Background: an optimization exercise with open tools, aiming at small area, a short achievable clock period and few clock cycles per item. Do not read the settings as production practice.
At most, simulation tests tie the RTL to the original design; equivalence was not proved.
Power is estimated from default activity; no workload was simulated. No driver is modelled on the clock port, so clocking that relies on it looks cheaper here than on a real chip.

run M:
==> flow/design.v <==
`timescale 1ns/100ps
package pool_pkg;
	typedef logic [16-1:0] word_t;
	typedef logic [16*16-1:0] atom_t;
	typedef logic [16+4-1:0] sum_t;
	typedef enum logic {
		POOL_MAX = 1'b0,	 
		POOL_AVE = 1'b1	 
	} pool_op_e;
	typedef struct packed {
		pool_op_e    op;
		logic [2:0]  win_shift;	 
		logic [15:0] n_windows;	 
	} pool_cfg_t;
endpackage
`timescale 1ns/100ps
module pool_engine (
	input  logic        clk,
	input  logic        rst,
	input  logic        i_start,
	input  logic [19:0] i_cfg,	 
	input  logic        i_in_valid,
	input  logic [15:0] i_in_data,
	output logic        o_in_credit,
	output logic        o_out_valid,
	output logic [15:0] o_out_data,
	input  logic        i_out_credit,
	output logic        o_busy,
	output logic        o_done
);
	logic        busy_q;	 
	logic        op_q;	 
	logic [2:0]  ws_q;	 
	logic [15:0] rem_q;	 
	logic [3:0]  mask;	 
	logic [2:0]  sh;	 
	logic [15:0] head_q;
	logic        hv_q;	 
	logic [15:0] mem [3];
	logic [2:0]  wr_sel;	 
	logic [2:0]  rd_sel;	 
	logic [2:0]  mocc;	 
	logic [15:0] mem_rd;
	logic        load_head, from_mem, to_mem;
	logic [3:0]  atom_q;	 
	logic        nfirst_q;	 
	logic        nlast_q;	 
	logic        nword0_q;	 
	logic [3:0]  chan_q;	 
	logic        ch15_q;	 
	logic [3:0]  since_q;	 
	logic        aligned_q;	 
	logic [3:0]  used_q;	 
	logic        pop, win_end;
	logic [3:0]  atom_nx;
	logic [15:0] rem_dec;
	logic        premask;	 
	logic [10:0] lo_sum;
	logic        gt;
	logic [5:0]  w_hi;	 
	logic        w_c;	 
	logic        w_last, w_final;
	logic [19:0] ring [16];
	logic        s2_v, s2_final;
	assign mask    = 4'((5'd1 << ws_q) - 5'd1);
	assign sh      = op_q ? ws_q : 3'd0;
	assign pop     = hv_q && (!nword0_q || aligned_q) && (nlast_q || !used_q[3]);
	assign win_end = !nlast_q && ch15_q;
	assign atom_nx = nlast_q ? atom_q + 4'd1 : 4'd0;
	assign load_head = !hv_q || pop;
	assign from_mem  = load_head && mocc[0];
	assign to_mem    = i_in_valid && !(load_head && !mocc[0]);
	assign mem_rd    = ({16{rd_sel[0]}} & mem[0]) | ({16{rd_sel[1]}} & mem[1]) |
	                   ({16{rd_sel[2]}} & mem[2]);
	assign lo_sum  = {1'b0, ring[14][9:0]} + {1'b0, head_q[9:0]};
	assign gt      = word_gt(head_q, ring[14][15:0]);
	assign premask = !((pop && ch15_q) ? nlast_q : nfirst_q) &&
	                 (!(pop ? !win_end : nword0_q) || pop || (since_q == 4'd15));
	function automatic logic word_gt(input logic [15:0] a, input logic [15:0] b);
		logic [15:0] g, l;
		g = a & ~b;
		l = ~a & b;
		for (int w = 1; w < 16; w = w * 2) begin
			for (int i = 0; i + w < 16; i = i + 2 * w) begin
				g[i] = g[i + w] | (!l[i + w] && g[i]);
				l[i] = l[i + w] | (!g[i + w] && l[i]);
			end
		end
		word_gt = g[0];
	endfunction
	always_comb begin
		for (int i = 0; i < 16; i++) begin
			rem_dec[i] = rem_q[i] ^ ~|(rem_q & ((16'd1 << i) - 16'd1));
		end
	end
	always_ff @(posedge clk) begin
		for (int k = 0; k < 3; k++) begin
			if (!mocc[2] && wr_sel[k]) begin
				mem[k] <= i_in_data;
			end
		end
		if (load_head) begin
			head_q <= from_mem ? mem_rd : i_in_data;
		end
	end
	always_ff @(posedge clk or posedge rst) begin
		if (rst) begin
			hv_q     <= 1'b0;
			wr_sel   <= 3'd1;
			rd_sel   <= 3'd1;
			mocc     <= 3'd0;
			atom_q   <= 4'd0;
			nfirst_q <= 1'b0;
			nword0_q <= 1'b0;
			chan_q   <= 4'd0;
			ch15_q   <= 1'b0;
			used_q   <= 4'd0;
			w_last   <= 1'b0;
			w_final  <= 1'b0;
			s2_v     <= 1'b0;
			s2_final <= 1'b0;
			busy_q   <= 1'b0;
		end else begin
			if (load_head) begin
				hv_q <= mocc[0] || i_in_valid;
			end
			if (to_mem) begin
				wr_sel <= {wr_sel[1:0], wr_sel[2]};
			end
			if (from_mem) begin
				rd_sel <= {rd_sel[1:0], rd_sel[2]};
			end
			case ({to_mem, from_mem})
				2'b10:   mocc <= {mocc[1:0], 1'b1};
				2'b01:   mocc <= {1'b0, mocc[2:1]};
				default: ;
			endcase
			if (pop) begin
				chan_q   <= chan_q + 4'd1;
				ch15_q   <= (chan_q == 4'd14);
				nword0_q <= !win_end;
				if (ch15_q) begin
					atom_q   <= atom_nx;
					nfirst_q <= nlast_q;
				end
			end
			case ({pop && !nlast_q, i_out_credit})
				2'b10:   used_q <= {used_q[2:0], 1'b1};
				2'b01:   used_q <= {1'b0, used_q[3:1]};
				default: ;
			endcase
			w_last   <= pop && !nlast_q;
			w_final  <= pop && win_end && (rem_q == 16'd1);
			s2_v     <= w_last;
			s2_final <= w_final;
			busy_q   <= busy_q ? !s2_final : i_start;
		end
	end
	always_ff @(posedge clk) begin
		if (!busy_q) begin
			op_q    <= i_cfg[19];
			ws_q    <= i_cfg[18:16];
			rem_q   <= i_cfg[15:0];
			nlast_q <= (i_cfg[18:16] != 3'd0);
		end else begin
			if (pop && win_end) begin
				rem_q <= rem_dec;
			end
			if (pop && ch15_q) begin
				nlast_q <= (atom_nx != mask);
			end
		end
	end
	always_ff @(posedge clk) begin
		o_in_credit <= pop;
		o_out_valid <= s2_v;
		o_done      <= s2_final;
		o_busy      <= busy_q ? !s2_final : i_start;
	end
	always_ff @(posedge clk) begin
		since_q   <= pop ? 4'd0 : since_q + 4'd1;
		aligned_q <= pop || (since_q == 4'd15);
		w_hi      <= (pop && op_q) ? head_q[15:10] : 6'd0;
		w_c       <= pop && op_q && lo_sum[10];
		ring[15]  <= !pop ? ring[14] :
		             op_q ? {ring[14][19:10], lo_sum[9:0]} : {4'd0, gt ? head_q : ring[14][15:0]};
		ring[0]   <= {ring[15][19:10] + {4'd0, w_hi} + {9'd0, w_c}, ring[15][9:0]};
		for (int i = 1; i < 14; i++) begin
			ring[i] <= ring[i-1];
		end
		ring[14]  <= premask ? 20'd0 : ring[13];
		o_out_data <= 16'(ring[0] >> sh);
	end
endmodule
clock: 6.0 ns
lec_check: 0
abc_clock_period_in_ps: 1200
cap_margin: 20
core_margin: 2
core_utilization: 65
cts_buf_list: sky130_fd_sc_hd__clkbuf_8
cts_cluster_diameter: 40
cts_cluster_size: 16
setup_slack_margin: 3.7
slew_margin: 20
standard.sh (not shown) runs the stock make flow with config.mk's settings and CLKGATE_MAP_FILE= SYNTH_SCRIPT=/design/flow/synth_recipe.tcl, a recipe that flattens the netlist after the stock synthesis.
==> flow/flow/run.sh <==
#!/bin/bash
# The standard layout (standard.sh), with port buffers and clock tree options set here.
set -euo pipefail
export BUFFER_PORTS_ARGS="-buffer_cell sky130_fd_sc_hd__buf_2"
export CTS_ARGS="-sink_clustering_enable -repair_clock_nets -sink_clustering_size 24 -sink_clustering_max_diameter 60 -buf_list sky130_fd_sc_hd__clkbuf_16 -root_buf sky130_fd_sc_hd__clkbuf_16 -dont_use_dummy_load"
bash standard.sh > standard.log 2>&1
The following lists how run B was set up differently from run M:
- ABC_CLOCK_PERIOD_IN_PS changed from 1200 to 2000
==> comparison <==
Comparing run B against run M, there is no change at all in design area. Changes observed in run B relative to run M: quantity of hold-fixing buffers added after cts comparable; number of clock buffers inserted by TritonCTS stayed essentially flat. From run M to run B the numbers moved as follows: multi-input logic area ~0 delta, ratio of cells with drive above 1 in the final layout ~0 delta, final critical-path setup slack ~0 delta. Status: per-cell routed wire length parity (run M, run B). Going from run M to run B, number of clock buffer instances in the layout closely matched the old numbers; clock power neither gained nor lost much.
No functional check of the RTL was part of any run of this note.

* * *

Another version of the RTL of pool_engine (not shown whole).
Size: roughly 480 flip-flops, roughly 61 I/O pins.
==> flow/config.mk <==
export PLATFORM = sky130hd
export DESIGN_NAME = pool_engine
export DESIGN_NICKNAME = pool_engine
export VERILOG_FILES = /design/flow/design.v
export SDC_FILE = /design/flow/constraint.sdc
export NUM_CORES = 4
export LEC_CHECK = 0
export ABC_CLOCK_PERIOD_IN_PS = 2000
export CAP_MARGIN = 20
export CORE_MARGIN = 2
export CORE_UTILIZATION = 65
export CTS_BUF_LIST = sky130_fd_sc_hd__clkbuf_8
export CTS_CLUSTER_DIAMETER = 40
export CTS_CLUSTER_SIZE = 16
export SETUP_SLACK_MARGIN = 3.9
export SLEW_MARGIN = 20
==> flow/constraint.sdc <==
create_clock -name core_clock -period 6.0 [get_ports {clk}]
set_input_delay 1.2000 -clock core_clock [delete_from_list [all_inputs] [get_ports {clk}]]
set_output_delay 1.2000 -clock core_clock [all_outputs]
set_load 0.01 [all_outputs]
==> flow/flow/run.sh <==
#!/bin/bash
# The standard layout (standard.sh), with port buffers and clock tree options set here.
set -euo pipefail
export BUFFER_PORTS_ARGS="-buffer_cell sky130_fd_sc_hd__buf_2"
export CTS_ARGS="-sink_clustering_enable -repair_clock_nets -sink_clustering_size 30 -sink_clustering_max_diameter 100 -buf_list sky130_fd_sc_hd__clkbuf_16 -root_buf sky130_fd_sc_hd__clkbuf_16 -dont_use_dummy_load"
bash standard.sh > standard.log 2>&1
The first run ran to the end with no violations.
Testbench counts at the start, summed over its fixed seeds: cycles 41,208, words 40,688.
Next try:
==> flow/flow/run.sh (replaced) <==
#!/bin/bash
# The standard layout (standard.sh), with port buffers and clock tree options set here.
set -euo pipefail
export BUFFER_PORTS_ARGS="-buffer_cell sky130_fd_sc_hd__buf_2"
export CTS_ARGS="-sink_clustering_enable -repair_clock_nets -buf_list {sky130_fd_sc_hd__clkbuf_8 sky130_fd_sc_hd__clkbuf_16} -root_buf sky130_fd_sc_hd__clkbuf_16 -dont_use_dummy_load"
bash standard.sh > standard.log 2>&1
Outcome:
- The new run passed the timing, DRC and antenna checks
- power rises by 12%
- via count rose by about 2.4%
- maximum frequency decreases by 0.41%
- sequential share of layout area shrinks by 2.5 points
- count of clock-buffer cells in the layout went up by 25
- core utilization came out higher by 2.9 points
- hold slack loses 15 ps
Next try:
==> flow/flow/run.sh (replaced) <==
#!/bin/bash
# The standard layout (standard.sh), with port buffers and clock tree options set here.
set -euo pipefail
export BUFFER_PORTS_ARGS="-buffer_cell sky130_fd_sc_hd__buf_2"
export CTS_ARGS="-sink_clustering_enable -repair_clock_nets -sink_clustering_size 16 -sink_clustering_max_diameter 40 -buf_list sky130_fd_sc_hd__clkbuf_8 -root_buf sky130_fd_sc_hd__clkbuf_16 -dont_use_dummy_load"
bash standard.sh > standard.log 2>&1
CORE_UTILIZATION = 60   (was 65)
What happened:
- design area shrinks slightly
- area after synthesis stays the same
- via count barely changes
- synthesized cell count is unchanged
- worst setup slack gets better by 49 ps
- non-clock buffer count grows by 1
- first-iteration DRC count grows by about a fifth
- register-to-register slack hardly moves
- wire length shrinks by a few percent
- power shrinks by a little under a tenth
- sequential share of layout area grows by 1.3 points
Next try:
==> flow/flow/run.sh (replaced) <==
#!/bin/bash
# The standard layout (standard.sh), with port buffers and clock tree options set here.
set -euo pipefail
export BUFFER_PORTS_ARGS="-buffer_cell sky130_fd_sc_hd__buf_2"
export CTS_ARGS="-sink_clustering_enable -repair_clock_nets -sink_clustering_size 16 -sink_clustering_max_diameter 40 -buf_list sky130_fd_sc_hd__clkbuf_8 -root_buf sky130_fd_sc_hd__clkbuf_16 -balance_levels -sink_clustering_levels 1 -dont_use_dummy_load"
bash standard.sh > standard.log 2>&1
CORE_UTILIZATION = 65   (was 60)
After rerunning: Setup slack gains 14 ps; combinational power is about the same; non-clock buffer count decreases by 4; design area fell by 0.95%; power is lower by 1.5%; wire length is lower by 2.4%; global-route usage rises by 0.75 points; worst hold slack gains 29 ps; cell count went down by 3.3%.
Next try:
==> flow/flow/run.sh (replaced) <==
#!/bin/bash
# The standard layout (standard.sh), with port buffers and clock tree options set here.
set -euo pipefail
export BUFFER_PORTS_ARGS="-buffer_cell sky130_fd_sc_hd__buf_2"
export CTS_ARGS="-sink_clustering_enable -repair_clock_nets -sink_clustering_size 16 -sink_clustering_max_diameter 40 -buf_list sky130_fd_sc_hd__clkbuf_8 -root_buf sky130_fd_sc_hd__clkbuf_16 -dont_use_dummy_load"
bash standard.sh > standard.log 2>&1
CORE_UTILIZATION = 55   (was 65)
=> Via count came out higher by 0.32%. Worst hold slack is worse by 4.4 ps. Sequential power stays flat. Power came out higher by 1.8%.
Next try:
==> flow/flow/run.sh (replaced) <==
#!/bin/bash
# The standard layout (standard.sh), with port buffers and clock tree options set here.
set -euo pipefail
export BUFFER_PORTS_ARGS="-buffer_cell sky130_fd_sc_hd__buf_2"
export CTS_ARGS="-sink_clustering_enable -repair_clock_nets -sink_clustering_size 24 -sink_clustering_max_diameter 60 -buf_list sky130_fd_sc_hd__clkbuf_16 -root_buf sky130_fd_sc_hd__clkbuf_16 -dont_use_dummy_load"
bash standard.sh > standard.log 2>&1
CORE_UTILIZATION = 65   (was 55)
SETUP_SLACK_MARGIN = 3.7   (was 3.9)
What happened: Die area falls by about a fifth; setup slack gets worse by 99 ps; final cell count shrinks by a few percent; non-clock buffer count falls by 13; routed wire length is lower by a few percent; hold slack gains 11 ps; cell area came out lower by a few percent; count of clock-buffer cells in the layout is lower by 21.

[static timing again, ports no longer ideal]
Ports are ideal in the flow. The routed layouts listed here were re-timed in OpenROAD.
Step 1 sets driving cells, clkbuf_16 on the clock port and buf_2 on the other inputs (assumed; they add their load-dependent delay and slew).
Step 2 also shifts input and output timing later by t, the mid clock arrival at the registers, as if the neighbouring blocks saw the same clock.
Three values: ideal ports, drivers, drivers and shift; two values: the first two.
run | t (ns) | setup slack, ns | worst register clock-pin slew, ns | pins driven straight from the clock port
run M | 0.579 | 3.670 / 3.670 / 3.670 | 0.09 / 0.09 | 1
run B | 0.579 | 3.670 / 3.670 / 3.670 | 0.09 / 0.09 | 1
the first run of note 2 | 0.565 | 3.802 / 3.755 / 3.803 | 0.11 / 0.11 | 1
the second run of note 2 | 0.571 | 3.793 / 3.745 / 3.773 | 0.06 / 0.06 | 1
the third run of note 2 | 0.533 | 3.841 / 3.793 / 3.796 | 0.09 / 0.09 | 1
the fourth run of note 2 | 0.522 | 3.855 / 3.809 / 3.871 | 0.09 / 0.09 | 1
the fifth run of note 2 | 0.530 | 3.842 / 3.793 / 3.890 | 0.09 / 0.09 | 1
the sixth run of note 2 | 0.566 | 3.743 / 3.697 / 3.800 | 0.09 / 0.09 | 1
After both steps every run listed still meets setup and hold. For the third run of note 2, which loses most, drivers alone change the setup slack by -0.048 ns; drivers and shift together by -0.045 ns.
